Context: an optimization exercise on an open-source flow, tuned for small area. The choices shown serve that exercise and are no tape-out recipe. In this exercise RTL edits were held to simulation tests only and were not proved equivalent to the original. Power figures rest on the tool's default switching activity, not on a simulated workload.

**flow/flow/run.sh**
```bash
#!/bin/bash
# Standard ORFS layout, with the port buffers made from the smallest buffer.
set -uo pipefail
cat >> config.mk <<'EOF'
export BUFFER_PORTS_ARGS = -buffer_cell sky130_fd_sc_hd__buf_1
EOF
bash standard.sh > standard.log 2>&1
rc=$?
cp -r orfs/logs flow_logs 2>/dev/null
cp -r orfs/reports flow_reports 2>/dev/null
exit $rc
```
**flow/design.v**
```verilog
module irq_hart_ctl #(
  parameter logic [2:0] HART = 3'd0
) (
  input  logic       clk,
  input  logic       rst,
  input  logic [7:0] src_valid,
  input  logic [23:0] src_hart_id,
  input  logic       ack,
  input  logic       clr,
  output logic [7:0] gnt,
  output logic [3:0] we,       
  output logic [3:0] keep,     
  output logic [3:0] rsel,     
  output logic       pending,
  output logic [2:0] count,
  output logic       overflow
);
  logic [7:0] req, hi;
  logic [2:0] rr, cnt, win;
  logic [1:0] rp, wpos;
  logic       any, push, pop, seen;
  always_comb begin
    for (int s = 0; s < 8; s++) begin
      req[s] = src_valid[s] && (src_hart_id[3*s +: 3] == HART);
      hi[s]  = req[s] && (3'(s) >= rr);
    end
    seen = 1'b0;
    for (int s = 0; s < 8; s++) begin
      gnt[s] = hi[s] && !seen;
      seen   = seen || hi[s];
    end
    for (int s = 0; s < 8; s++) begin
      gnt[s] = gnt[s] || (req[s] && !seen);
      seen   = seen || req[s];
    end
    any = |req;
    win = '0;
    for (int s = 0; s < 8; s++)
      win = win | ({3{gnt[s]}} & 3'(s));
    push = any && !cnt[2];
    pop  = ack && (cnt != 3'd0);
    wpos = rp + cnt[1:0];
    for (int e = 0; e < 4; e++) begin
      we[e]   = push && (wpos == 2'(e));
      keep[e] = !we[e] && !(pop && rp == 2'(e));
      rsel[e] = (cnt != 3'd0) && (rp == 2'(e));
    end
    pending = (cnt != 3'd0);
    count   = cnt;
  end
  always_ff @(posedge clk or posedge rst) begin
    if (rst) begin
      rr       <= '0;
      cnt      <= '0;
      rp       <= '0;
      overflow <= 1'b0;
    end else begin
      if (any) rr <= win + 3'd1;
      cnt <= cnt + {2'b0, push} - {2'b0, pop};
      if (pop) rp <= rp + 2'd1;
      if (any && cnt[2]) overflow <= 1'b1;
      else if (clr)      overflow <= 1'b0;
    end
  end
endmodule
module irq_xbar (
  input  logic [7:0]   gnt,
  input  logic [255:0] src_data,
  output logic [31:0]  pd
);
  always_comb begin
    pd = '0;
    for (int s = 0; s < 8; s++)
      pd = pd | ({32{gnt[s]}} & src_data[32*s +: 32]);
  end
endmodule
module irq_qdata (
  input  logic        clk,
  input  logic [31:0] pd,
  input  logic [3:0]  we,
  input  logic [3:0]  keep,
  input  logic [3:0]  rsel,
  output logic [31:0] head
);
  logic [3:0][31:0] mem;
  always_ff @(posedge clk)
    for (int e = 0; e < 4; e++)
      mem[e] <= (mem[e] & {32{keep[e]}}) | (pd & {32{we[e]}});
  always_comb begin
    head = '0;
    for (int e = 0; e < 4; e++)
      head = head | ({32{rsel[e]}} & mem[e]);
  end
endmodule
module pito_irq_router #(
  parameter int NUM_HARTS    = 6,
  parameter int N_SRC        = 8,
  parameter int DATA_W       = 32,
  parameter int Q_DEPTH      = 4,
  parameter int DROP_ON_FULL = 1,
  parameter int HART_W       = 3
) (
  input  logic         clk,
  input  logic         rst,
  input  logic [7:0]   src_valid,
  input  logic [23:0]  src_hart_id,
  input  logic [255:0] src_data,
  output logic [7:0]   src_ready,
  output logic [5:0]   irq_pending,
  output logic [191:0] irq_data,
  input  logic [5:0]   irq_ack,
  output logic [17:0]  irq_count,
  output logic [5:0]   irq_overflow,
  input  logic [5:0]   ovf_clr,
  output logic         bad_hart
);
  logic [7:0] gnt [6];
  logic [7:0] bad_req, ready_c;
  for (genvar h = 0; h < 6; h++) begin : g_hart
    logic [3:0]  we, keep, rsel;
    logic [31:0] pd;
    irq_hart_ctl #(.HART(3'(h))) u_ctl (
      .clk(clk), .rst(rst), .src_valid(src_valid), .src_hart_id(src_hart_id),
      .ack(irq_ack[h]), .clr(ovf_clr[h]), .gnt(gnt[h]), .we(we), .keep(keep),
      .rsel(rsel), .pending(irq_pending[h]), .count(irq_count[3*h +: 3]),
      .overflow(irq_overflow[h]));
    irq_xbar u_xbar (.gnt(gnt[h]), .src_data(src_data), .pd(pd));
    irq_qdata u_q (.clk(clk), .pd(pd), .we(we), .keep(keep), .rsel(rsel),
                   .head(irq_data[32*h +: 32]));
  end
  always_comb begin
    for (int s = 0; s < 8; s++)
      bad_req[s] = src_valid[s] & src_hart_id[3*s+2] & src_hart_id[3*s+1];
    ready_c = bad_req;
    for (int h = 0; h < 6; h++)
      ready_c = ready_c | gnt[h];
    src_ready = rst ? 8'd0 : ready_c;
  end
  always_ff @(posedge clk or posedge rst)
    if (rst)             bad_hart <= 1'b0;
    else if (|bad_req)   bad_hart <= 1'b1;
endmodule
module irq_router_top (
  input  logic         clk,
  input  logic         rst,
  input  logic [7:0]   src_valid,
  input  logic [23:0]  src_hart_id,
  input  logic [255:0] src_data,
  output logic [7:0]   src_ready,
  output logic [5:0]   irq_pending,
  output logic [191:0] irq_data,
  input  logic [5:0]   irq_ack,
  output logic [17:0]  irq_count,
  output logic [5:0]   irq_overflow,
  input  logic [5:0]   ovf_clr,
  output logic         bad_hart
);
  pito_irq_router #(
    .NUM_HARTS   (6),
    .N_SRC       (8),
    .DATA_W      (32),
    .Q_DEPTH     (4),
    .DROP_ON_FULL(1)
  ) u_router (
    .clk         (clk),
    .rst         (rst),
    .src_valid   (src_valid),
    .src_hart_id (src_hart_id),
    .src_data    (src_data),
    .src_ready   (src_ready),
    .irq_pending (irq_pending),
    .irq_data    (irq_data),
    .irq_ack     (irq_ack),
    .irq_count   (irq_count),
    .irq_overflow(irq_overflow),
    .ovf_clr     (ovf_clr),
    .bad_hart    (bad_hart)
  );
endmodule
```
**flow/standard.sh**
```bash
#!/bin/bash
# synth_recipe.tcl (not shown) runs the flow's synth.tcl, then flattens the netlist and writes it again
# the make line also repeats each setting of config.mk as NAME=value (left out here)
make -C /OpenROAD-flow-scripts/flow DESIGN_CONFIG=/design/flow/config.mk WORK_HOME=/design/flow/orfs CLKGATE_MAP_FILE= SYNTH_SCRIPT=/design/flow/synth_recipe.tcl "${@:-finish}"
```
**flow/config.mk**
```make
export PLATFORM = sky130hd
export DESIGN_NAME = irq_router_top
export DESIGN_NICKNAME = irq_router_top
export VERILOG_FILES = /design/flow/design.v
export SDC_FILE = /design/flow/constraint.sdc
export NUM_CORES = 4
export LEC_CHECK = 0
export CAP_MARGIN = 20
export CORE_MARGIN = 2
export CORE_UTILIZATION = 60
export CTS_BUF_LIST = sky130_fd_sc_hd__clkbuf_4 sky130_fd_sc_hd__clkbuf_8
export SLEW_MARGIN = 20
export SYNTH_HIERARCHICAL = 1
export BUFFER_PORTS_ARGS = -buffer_cell sky130_fd_sc_hd__buf_1
```
**flow/constraint.sdc**
```tcl
create_clock -name core_clock -period 10.0 [get_ports {clk}]
set_input_delay 2.0000 -clock core_clock [delete_from_list [all_inputs] [get_ports {clk}]]
set_output_delay 2.0000 -clock core_clock [all_outputs]
set_load 0.01 [all_outputs]
```
==> notes.md <==
==> Yosys stat by module, one instance, submodules excluded, a selection <==
module     flip-flops and latches  times used
irq_qdata                     128           6
irq_xbar                        0           6
==> path summary, 6_finish.rpt <==
| kind | to | slack [ns] |
|---|---|---|
| max in group asynchronous | u_router.g_hart[5].u_ctl.cnt[1]$_DFF_PP0_ | 7.75 |
| max reg2reg | u_router.g_hart[2].u_q.mem[10]$_DFF_P_ | 6.34 |
| min in group asynchronous | u_router.bad_hart$_DFFE_PP0P_ | 1.43 |
| min reg2reg | u_router.g_hart[2].u_q.mem[127]$_DFF_P_ | 0.47 |
| min | u_router.g_hart[2].u_q.mem[127]$_DFF_P_ | 0.47 |
| max | src_ready[0] | 2.32 |
==> layout make-up <==
type | count | area (um^2)
diodes | 86 | 215
clock buffers | 208 | 2620
clock inverters | 35 | 387
fillers | 5699 | 22800
inverters | 69 | 259
multi-input cells | 2939 | 23000
flip-flops and latches | 823 | 16800
well taps | 940 | 1180
repair buffers | 616 | 2630
==> cell families after synthesis <==
family	Yosys count	share of synthesized area, %
compound gates	2094	39.7
xor+xnor	37	0.767
fa+ha+maj	54	1.71
buf+inv	453	7.56
flops	823	39.6
mux	6	0.160
simple gates	748	10.5
==> cells in the final DEF, fill, tap and decap left out, types with 39 or more instances in the layout <==
master    synthesis  final
diode_2           0     86
nand4_1         201    201
clkbuf_4          0     39
nor2_1           56     46
buf_1             0    532
a22oi_1        1135   1135
dfxtp_1         768    768
inv_1            67     67
buf_4             2     84
nand2_1         238    238
ha_1             48     48
clkbuf_8          0    169
a22o_1          769    769
dfrtp_1          55     55
==> worst max-delay path, stage by stage <==
cell and delay (ns):
buf_1 0.47, and4bb_2 0.36, a22oi_1 0.27, o211ai_2 0.27, nor2_1 0.32, nor2_1 0.12, nor2_4 0.86, nor4_1 0.15
a31oi_1 0.62, buf_1 0.21
==> metal layers <==
layer | share of wire [%] | up-vias | routed length [um]
li1 | - | 18106 | -
met1 | 35 | 21146 | 66400
met2 | 40 | 3830 | 76600
met3 | 16 | 1103 | 29900
met4 | 8.5 | 54 | 16100
met5 | 0.19 | - | 357
==> sequential cells by signal (all words and copies together), names as in the netlist <==
signal                          flops
u_router.g_hart.u_ctl.rr           18
u_router.g_hart.u_ctl.overflow      6
u_router.g_hart.u_q.mem           768
u_router.g_hart.u_ctl.rp           12
u_router.g_hart.u_ctl.cnt          18
u_router.bad_hart                   1
==> per-stage QoR <==
| step | utilization (%) | worst slack, ns | std cells |
|---|---|---|---|
| 2_1_floorplan | - | 3.71 | 4215 |
| 3_3_place_gp | 62.7 | 2.59 | 5387 |
| 3_5_place_dp | 62.7 | 2.56 | 5387 |
| 4_1_cts | 67.0 | 2.54 | 5630 |
| 5_1_grt | 67.2 | 2.34 | 5691 |
| 6_report | 67.3 | 2.32 | 5716 |
==> power by group through the flow <==
stage / Sequential, W / Combinational, W / Clock [W]
3_5_place_dp: 0.00537 / 0.00573 / 0
3_3_place_gp: 0.00534 / 0.00563 / 0
2_1_floorplan: 0.00517 / 0.00419 / 0
6_report: 0.00538 / 0.00595 / 0.00326
5_1_grt: 0.00549 / 0.00624 / 0.00341
4_1_cts: 0.00533 / 0.00575 / 0.00326
==> impl_metrics.csv <==
group,metric,value,unit
setup_path,reg2reg_from,"u_router.g_hart[2].u_ctl.rr[2]$_DFFE_PP0N_",
pwr,pwr_density_cell,310,nW/um^2
logic_synthesis,yosys-top-cells-count,"a22oi_1, a22o_1, dfxtp_1",
logic_synthesis,synthesis.nets,4571,
min_path,worstHoldPathType,"flip-flop to flip-flop",
floorplan,die_w,269,um
setup_path,ff2ff_path_depth,9,
sta,slew_violations,0,
grt,busiest_layer,"met2",
sta,hold_violations,0,
floorplan,dieHeight,269,um
route,routed_via_density,7.74,
route,wl,189,mm
pwr,switching_share,42.5,%
setup_path,critPathLaunch,"src_hart_id[0]",
route,drtIter0Drc,8332,
logic_synthesis,synth_edf_count,0,
logic_synthesis,yosys_most_used_dff,"dfxtp_1",
grt,grtUsageMet1,59.9,%
cts,insertion_delay,0.87,ns
cts,clockRootBuffer,"clkbuf_8",
logic_synthesis,synth_top_area_share,36.4,%
logic_synthesis,syn_area,42300,um^2
logic_synthesis,yosysTopAreaCell,"dfxtp_1",
sta,fin_setup_tns,0,ns
placement,postPlaceCellArea,43800,um^2
sta,finClkSkew,0.0587,ns
setup_path,startpoint_type,"primary input",
sta,finalCriticalPeriod,7.68,ns
pwr,netSwitchingPower,0.00620,W
logic_synthesis,ys_async_sr_fraction,6.68,%
route,wl_per_cell,33.1,um
pwr,p_int,0.00838,W
placement,gp_congestion,1.04,
grt,grt_usage,49.5,%
logic_synthesis,ys_seq_area_share,39.6,%
cts,postCtsHoldBufs,0,
grt,overflow,0,
logic_synthesis,yosysMostFrequentCell,"a22oi_1",
layout,drive_gt1_share,11.3,%
cts,h-tree-depth,4,
route,ant_nets,0,
route,firstDrtPassIters,15,
min_path,worstHoldPathCells,1,
pwr,seq_power_share,36.9,%
min_path,min-delay-start,"u_router.g_hart[2].u_q.mem[127]$_DFF_P_",
layout,final_area,47100,um^2
grt,first_global_vias,40789,
route,route.detailed.drc,0,
setup_path,end_kind,"output pin",
sta,max_freq,130,MHz
cts,clockBufferDepth,3,
pwr,combinationalPowerShare,40.8,%
floorplan,dieArea,72600,um^2
cts,cts_setup_buffers,0,
layout,synthToLayoutAreaGrowth,11.4,%
placement,port_buffers,532,
pwr,finalPower,0.0146,W
route,via_count,44239,
sta,worst_pin_slew,1.31,ns
setup_path,crit_type,"primary input to output pin",
grt,grtUsageMet2,69.0,%
grt,grt_max_degree,38,
layout,fin_nets,4942,
sta,hold_ws,0.472,ns
grt,antenna_found_initial,99,
pwr,ir_worst_vdd,0.367,mV
logic_synthesis,syn_avg_cell_area,10.0,um^2
cts,clock_sinks,823,
cts,cts_tree,"done",
floorplan,placementRows,97,
floorplan,core-area,69900,um^2
setup_path,required,8.00,ns
logic_synthesis,synth-warning-count,16,
grt,grt.met3_usage,23.8,%
placement,dp_hpwl,124,mm
setup_path,critPathArrivalTime,5.68,ns
pwr,p_leak,17.5,nW
logic_synthesis,synth_cells,4215,
sta,min_period_over_period,76.8,%
setup_path,cp_max_fo,33,
flow_run,drv_cap,0,
grt,grt_pass1_wl,274,mm
logic_synthesis,netlist_top_cells_area,"dfxtp_1, a22oi_1, a22o_1",
sta,setup_viol,0,
logic_synthesis,ys_ff_latch,823,
pwr,clkPwrFrac,22.4,%
logic_synthesis,ys_types,115,
cts,clk_pin_slew_worst_paths,0.06,ns
cts,cts_buffers,137,
sta,slew_headroom,12.5,%
floorplan,initial_core_util,60.4,%
sta,rsz0062_at_grt,"no",
run_status,status,"complete, no violations",
floorplan,ios,533,
cts,post_cts_resized,0,

## what the ideal ports hide
How much do the figures lean on ideal ports? The routed layout below was timed once more, with nothing changed but the port constraints.
Step 1 assumes that a clkbuf_16 drives the clock port and a buf_2 every other input.
Step 2, shift: input delay + t, output delay - t, t = (earliest + latest rising clock arrival at the registers) / 2. This alone moves slack from input paths to output paths.
Slacks: ideal ports / drivers / drivers and shift; pairs: ideal ports / drivers.
shift t [ns]: 0.911
slack for setup (ns): 2.320 / 2.274 / 2.274
slew at the worst register clock pin (ns): 0.09 / 0.09
worst data-port slew with drivers (ns): 0.19
cell pins on the clock port's net: 1
After both steps this run still meets setup and hold. The setup slack of this run moves by -0.046 ns with the drivers and by -0.046 ns with both steps.
